Source: an optimization exercise on an open RTL-to-GDS flow (aim: small area). Production flows keep margins and buffers that such runs may drop. Function was checked by simulation only, so behaviour that the tests miss may differ from the original. Power is estimated from default activity; no workload was simulated. No driver is modelled on the clock port, so clocking that relies on it looks cheaper here than on a real chip.

==> flow/design.v <==
package font_cell_sched_pkg;
    localparam int unsigned C_COLS   = 16;
    localparam int unsigned C_ROWS   = 12;
    localparam int unsigned C_CELL_W = 5;
    localparam int unsigned C_CELLS  = C_COLS * C_ROWS;
    typedef enum logic {
        IDLE  = 1'b0,
        CLEAR = 1'b1
    } state_e;
endpackage
module font_cell_rr_arb (
    input  logic       clk,
    input  logic       rst,
    input  logic       en,
    input  logic [1:0] req,
    output logic [1:0] gnt
);
    logic ptr_q;
    assign gnt[0] = en & req[0] & (~req[1] | ~ptr_q);
    assign gnt[1] = en & req[1] & (~req[0] |  ptr_q);
    always_ff @(posedge clk) begin
        if (rst) begin
            ptr_q <= 1'b0;
        end else if (gnt[0]) begin
            ptr_q <= 1'b1;
        end else if (gnt[1]) begin
            ptr_q <= 1'b0;
        end
    end
endmodule
module font_cell_sched #(
    parameter logic [8:0]  C_VLOAD = 9'd0,
    parameter int unsigned C_CELLS = font_cell_sched_pkg::C_CELLS
) (
    input  logic                          CK_i,
    input  logic                          RST_i,
    input  logic                          PX_CK_EE_i,
    input  logic [8:0]                    VCTRs_i,
    input  logic                          A_VLD_i,
    output logic                          A_RDY_o,
    input  logic [7:0]                    A_IDXs_i,
    input  logic [4:0]                    A_CODEs_i,
    input  logic                          B_VLD_i,
    output logic                          B_RDY_o,
    input  logic [7:0]                    B_IDXs_i,
    input  logic [4:0]                    B_CODEs_i,
    input  logic                          CLR_i,
    output logic [C_CELLS*font_cell_sched_pkg::C_CELL_W-1:0] DATss_o,
    output logic                          LOAD_o,
    output logic                          BUSY_o,
    output logic                          ERR_o
);
    localparam int unsigned C_CELL_W = font_cell_sched_pkg::C_CELL_W;
    localparam int unsigned AW = $clog2(C_CELLS);
    localparam logic [AW-1:0] LAST = AW'(C_CELLS - 1);
    logic            busy_q;      
    logic [AW-1:0]   cnt_q;       
    logic            pend_q;
    logic            load_q;
    logic            err_q;
    logic            vatl_q;      
    logic            arb_en;
    logic [1:0]      gnt;
    logic            wr_en;
    logic [7:0]      wr_idx;
    logic [4:0]      wr_code;
    logic            at_load;
    logic            commit_evt;
    logic            do_commit;
    logic            clr_last;
    logic            sh_zero;
    logic            dsel_new;
    logic            dsel_old;
    assign arb_en = !busy_q && !RST_i;
    font_cell_rr_arb u_arb (
        .clk (CK_i),
        .rst (RST_i),
        .en  (arb_en),
        .req ({B_VLD_i, A_VLD_i}),
        .gnt (gnt)
    );
    assign A_RDY_o = gnt[0];
    assign B_RDY_o = gnt[1];
    assign wr_en   = |gnt;
    assign wr_idx  = gnt[1] ? B_IDXs_i  : A_IDXs_i;
    assign wr_code = gnt[1] ? B_CODEs_i : A_CODEs_i;
    assign at_load    = (VCTRs_i == C_VLOAD);
    assign commit_evt = PX_CK_EE_i && at_load && !vatl_q;
    assign do_commit  = !busy_q && (commit_evt || pend_q);
    assign clr_last = busy_q && (cnt_q == LAST);
    always_ff @(posedge CK_i) begin
        if (RST_i) begin
            busy_q <= 1'b0;
            pend_q <= 1'b0;
            load_q <= 1'b0;
            err_q  <= 1'b0;
            vatl_q <= (C_VLOAD == 9'd0);
        end else begin
            load_q <= do_commit;
            if (PX_CK_EE_i) begin
                vatl_q <= at_load;
            end
            if (wr_en && !(32'(wr_idx) < C_CELLS)) begin
                err_q <= 1'b1;
            end
            if (!busy_q) begin
                pend_q <= 1'b0;
                if (CLR_i) begin
                    busy_q <= 1'b1;
                end
            end else begin
                if (commit_evt) begin
                    pend_q <= 1'b1;
                end
                if (clr_last) begin
                    busy_q <= 1'b0;
                end
            end
        end
    end
    always_ff @(posedge CK_i) begin
        cnt_q <= busy_q ? cnt_q + 1'b1 : '0;
    end
    assign sh_zero = RST_i || clr_last;
    localparam int unsigned C_COLS = font_cell_sched_pkg::C_COLS;
    localparam int unsigned C_ROWS = (C_CELLS + C_COLS - 1) / C_COLS;
    logic [C_ROWS-1:0]   wr_row;
    logic [C_COLS-1:0]   wr_col;
    logic [C_ROWS-1:0]   hz_row;    
    logic [C_COLS-1:0]   hz_col;    
    logic [C_CELL_W-1:0] wr_rcode [C_ROWS];
    for (genvar j = 0; j < C_ROWS; j++) begin : g_row
        assign wr_row[j]   = wr_en && (wr_idx[7:4] == 4'(j));
        assign hz_row[j]   = wr_row[j] || sh_zero;
        assign wr_rcode[j] = {C_CELL_W{wr_row[j]}} & wr_code;
    end
    for (genvar k = 0; k < C_COLS; k++) begin : g_col
        assign wr_col[k] = (wr_idx[3:0] == 4'(k));
        assign hz_col[k] = wr_col[k] || sh_zero;
    end
    assign dsel_new = do_commit && !RST_i;
    assign dsel_old = !do_commit && !RST_i;
    for (genvar i = 0; i < C_CELLS; i++) begin : g_cell
        font_cell_slot u_slot (
            .clk      (CK_i),
            .wcol     (wr_col[i % C_COLS]),
            .wcode    (wr_rcode[i / C_COLS]),
            .hz_row   (hz_row[i / C_COLS]),
            .hz_col   (hz_col[i % C_COLS]),
            .dsel_new (dsel_new),
            .dsel_old (dsel_old),
            .disp     (DATss_o[i*C_CELL_W +: C_CELL_W])
        );
    end
    assign LOAD_o = load_q;
    assign BUSY_o = busy_q;
    assign ERR_o  = err_q;
endmodule
module font_cell_slot #(
    parameter int unsigned W = font_cell_sched_pkg::C_CELL_W
) (
    input  logic         clk,
    input  logic         wcol,       
    input  logic [W-1:0] wcode,      
    input  logic         hz_row,     
    input  logic         hz_col,     
    input  logic         dsel_new,   
    input  logic         dsel_old,   
    output logic [W-1:0] disp
);
    logic [W-1:0] shadow_q;
    logic [W-1:0] disp_q;
    logic         hsel;      
    font_cell_hold u_hold (
        .hz_row (hz_row),
        .hz_col (hz_col),
        .hsel   (hsel)
    );
    always_ff @(posedge clk) begin
        shadow_q <= ({W{wcol}} & wcode) | ({W{hsel}} & shadow_q);
        disp_q   <= ({W{dsel_new}} & shadow_q) | ({W{dsel_old}} & disp_q);
    end
    assign disp = disp_q;
endmodule
module font_cell_hold (
    input  logic hz_row,
    input  logic hz_col,
    output logic hsel
);
    assign hsel = !(hz_row && hz_col);
endmodule
export LEC_CHECK = 0
export CAP_MARGIN = 5
export CORE_MARGIN = 2
export CORE_UTILIZATION = 80
export SLEW_MARGIN = 5
export SYNTH_HIERARCHICAL = 1
create_clock -name core_clock -period 5.0 [get_ports {CK_i}]
standard.sh (not shown) runs the stock make flow with config.mk's settings and CLKGATE_MAP_FILE= SYNTH_SCRIPT=/design/flow/synth_recipe.tcl, a recipe that flattens the netlist after the stock synthesis.
==> flow/flow/run.sh <==
#!/bin/bash
# The standard layout (standard.sh: standard synthesis through finish), with
# two changes:
# - the port buffers that global placement inserts on every input and output are
#   buf_1 cells instead of the resizer's default pick;
# - clock tree synthesis clusters up to 35 flip-flops per leaf buffer and inserts
#   no dummy loads.
set -o pipefail
bash standard.sh \
  "BUFFER_PORTS_ARGS=-buffer_cell sky130_fd_sc_hd__buf_1" \
  "CTS_ARGS=-sink_clustering_enable -repair_clock_nets -dont_use_dummy_load -sink_clustering_size 35 -sink_clustering_max_diameter 100" \
  finish > standard.log 2>&1
The starting point died in I/O pin placement (3_2_place_iop).
Edit:
==> flow/flow/run.sh (replaced) <==
#!/bin/bash
# The standard layout (standard.sh: standard synthesis through finish), with
# two changes:
# - the port buffers that global placement inserts on every input and output are
#   buf_1 cells instead of the resizer's default pick;
# - clock tree synthesis clusters up to 30 flip-flops per leaf buffer and inserts
#   no dummy loads.
set -o pipefail
bash standard.sh \
  "BUFFER_PORTS_ARGS=-buffer_cell sky130_fd_sc_hd__buf_1" \
  "CTS_ARGS=-sink_clustering_enable -repair_clock_nets -dont_use_dummy_load -sink_clustering_size 30 -sink_clustering_max_diameter 100" \
  finish > standard.log 2>&1
CORE_UTILIZATION = 65   (was 80)
Effect: This time the run went through all stages and came out clean. Synthesized cell count stays the same. Synthesized area is unchanged.
Edit:
CORE_UTILIZATION = 80   (was 65)
After rerunning: Now the flow never finished: it broke off in I/O pin placement (3_2_place_iop), error PPL-0024; synthesized area stays the same; synthesized cell count stays the same.
Edit:
==> flow/flow/run.sh (replaced) <==
#!/bin/bash
# The standard layout (standard.sh: standard synthesis through finish), with
# two changes:
# - the port buffers that global placement inserts on every input and output are
#   buf_1 cells instead of the resizer's default pick;
# - clock tree synthesis clusters up to 25 flip-flops per leaf buffer and inserts
#   no dummy loads.
set -o pipefail
bash standard.sh \
  "BUFFER_PORTS_ARGS=-buffer_cell sky130_fd_sc_hd__buf_1" \
  "CTS_ARGS=-sink_clustering_enable -repair_clock_nets -dont_use_dummy_load -sink_clustering_size 25 -sink_clustering_max_diameter 100" \
  finish > standard.log 2>&1
CAP_MARGIN = 20   (was 5)
CORE_UTILIZATION = 65   (was 80)
SLEW_MARGIN = 20   (was 5)
Outcome: Now the flow completed with no timing, DRC or antenna violations; synthesized cell count does not change; area after synthesis is unchanged.
Edit:
==> flow/flow/run.sh (replaced) <==
#!/bin/bash
# The standard layout (standard.sh: standard synthesis through finish), with
# two changes:
# - the port buffers that global placement inserts on every input and output are
#   buf_1 cells instead of the resizer's default pick;
# - clock tree synthesis clusters up to 30 flip-flops per leaf buffer and inserts
#   no dummy loads.
set -o pipefail
bash standard.sh \
  "BUFFER_PORTS_ARGS=-buffer_cell sky130_fd_sc_hd__buf_1" \
  "CTS_ARGS=-sink_clustering_enable -repair_clock_nets -dont_use_dummy_load -sink_clustering_size 30 -sink_clustering_max_diameter 100" \
  finish > standard.log 2>&1
Core utilization went down by 0.34 points.
Clock-buffer cell count went down by 13.
Die area stays the same.
Global-route usage went down by 0.20 points.
First-iteration DRC count went up by 1.1%.
Worst setup slack gets worse by 0.011 ns.
Routed wire length went down by 0.42%.
Power went down by 2.3%.

## re-timing with driven ports
No port has a modelled driver above. Below, the same layouts with a new extraction and two added sets of constraints. Step 1 sets driving cells, clkbuf_16 on the clock port and buf_2 on the other inputs (assumed; they add their load-dependent delay and slew). Step 2, shift: input delay + t, output delay - t, t = (earliest + latest rising clock arrival at the registers) / 2. This alone moves slack from input paths to output paths. Slacks: ideal ports / drivers / drivers and shift; pairs: ideal ports / drivers.
run | shift t [ns] | setup slack, ns | worst setup path at the end | worst register clock-pin slew, ns | pins driven straight from the clock port
the second run | 0.730 | 0.871 / 0.871 / 0.313 | input to register | 0.12 / 0.12 | 1
the fourth run | 0.748 | 0.848 / 0.848 / 0.280 | input to register | 0.10 / 0.10 | 1
the fifth run | 0.729 | 0.838 / 0.838 / 0.298 | input to register | 0.11 / 0.11 | 1
After both steps every run listed still meets setup and hold. The setup slack of the fourth run, which loses most, moves by 0.000 ns with the drivers and by -0.568 ns with both steps.
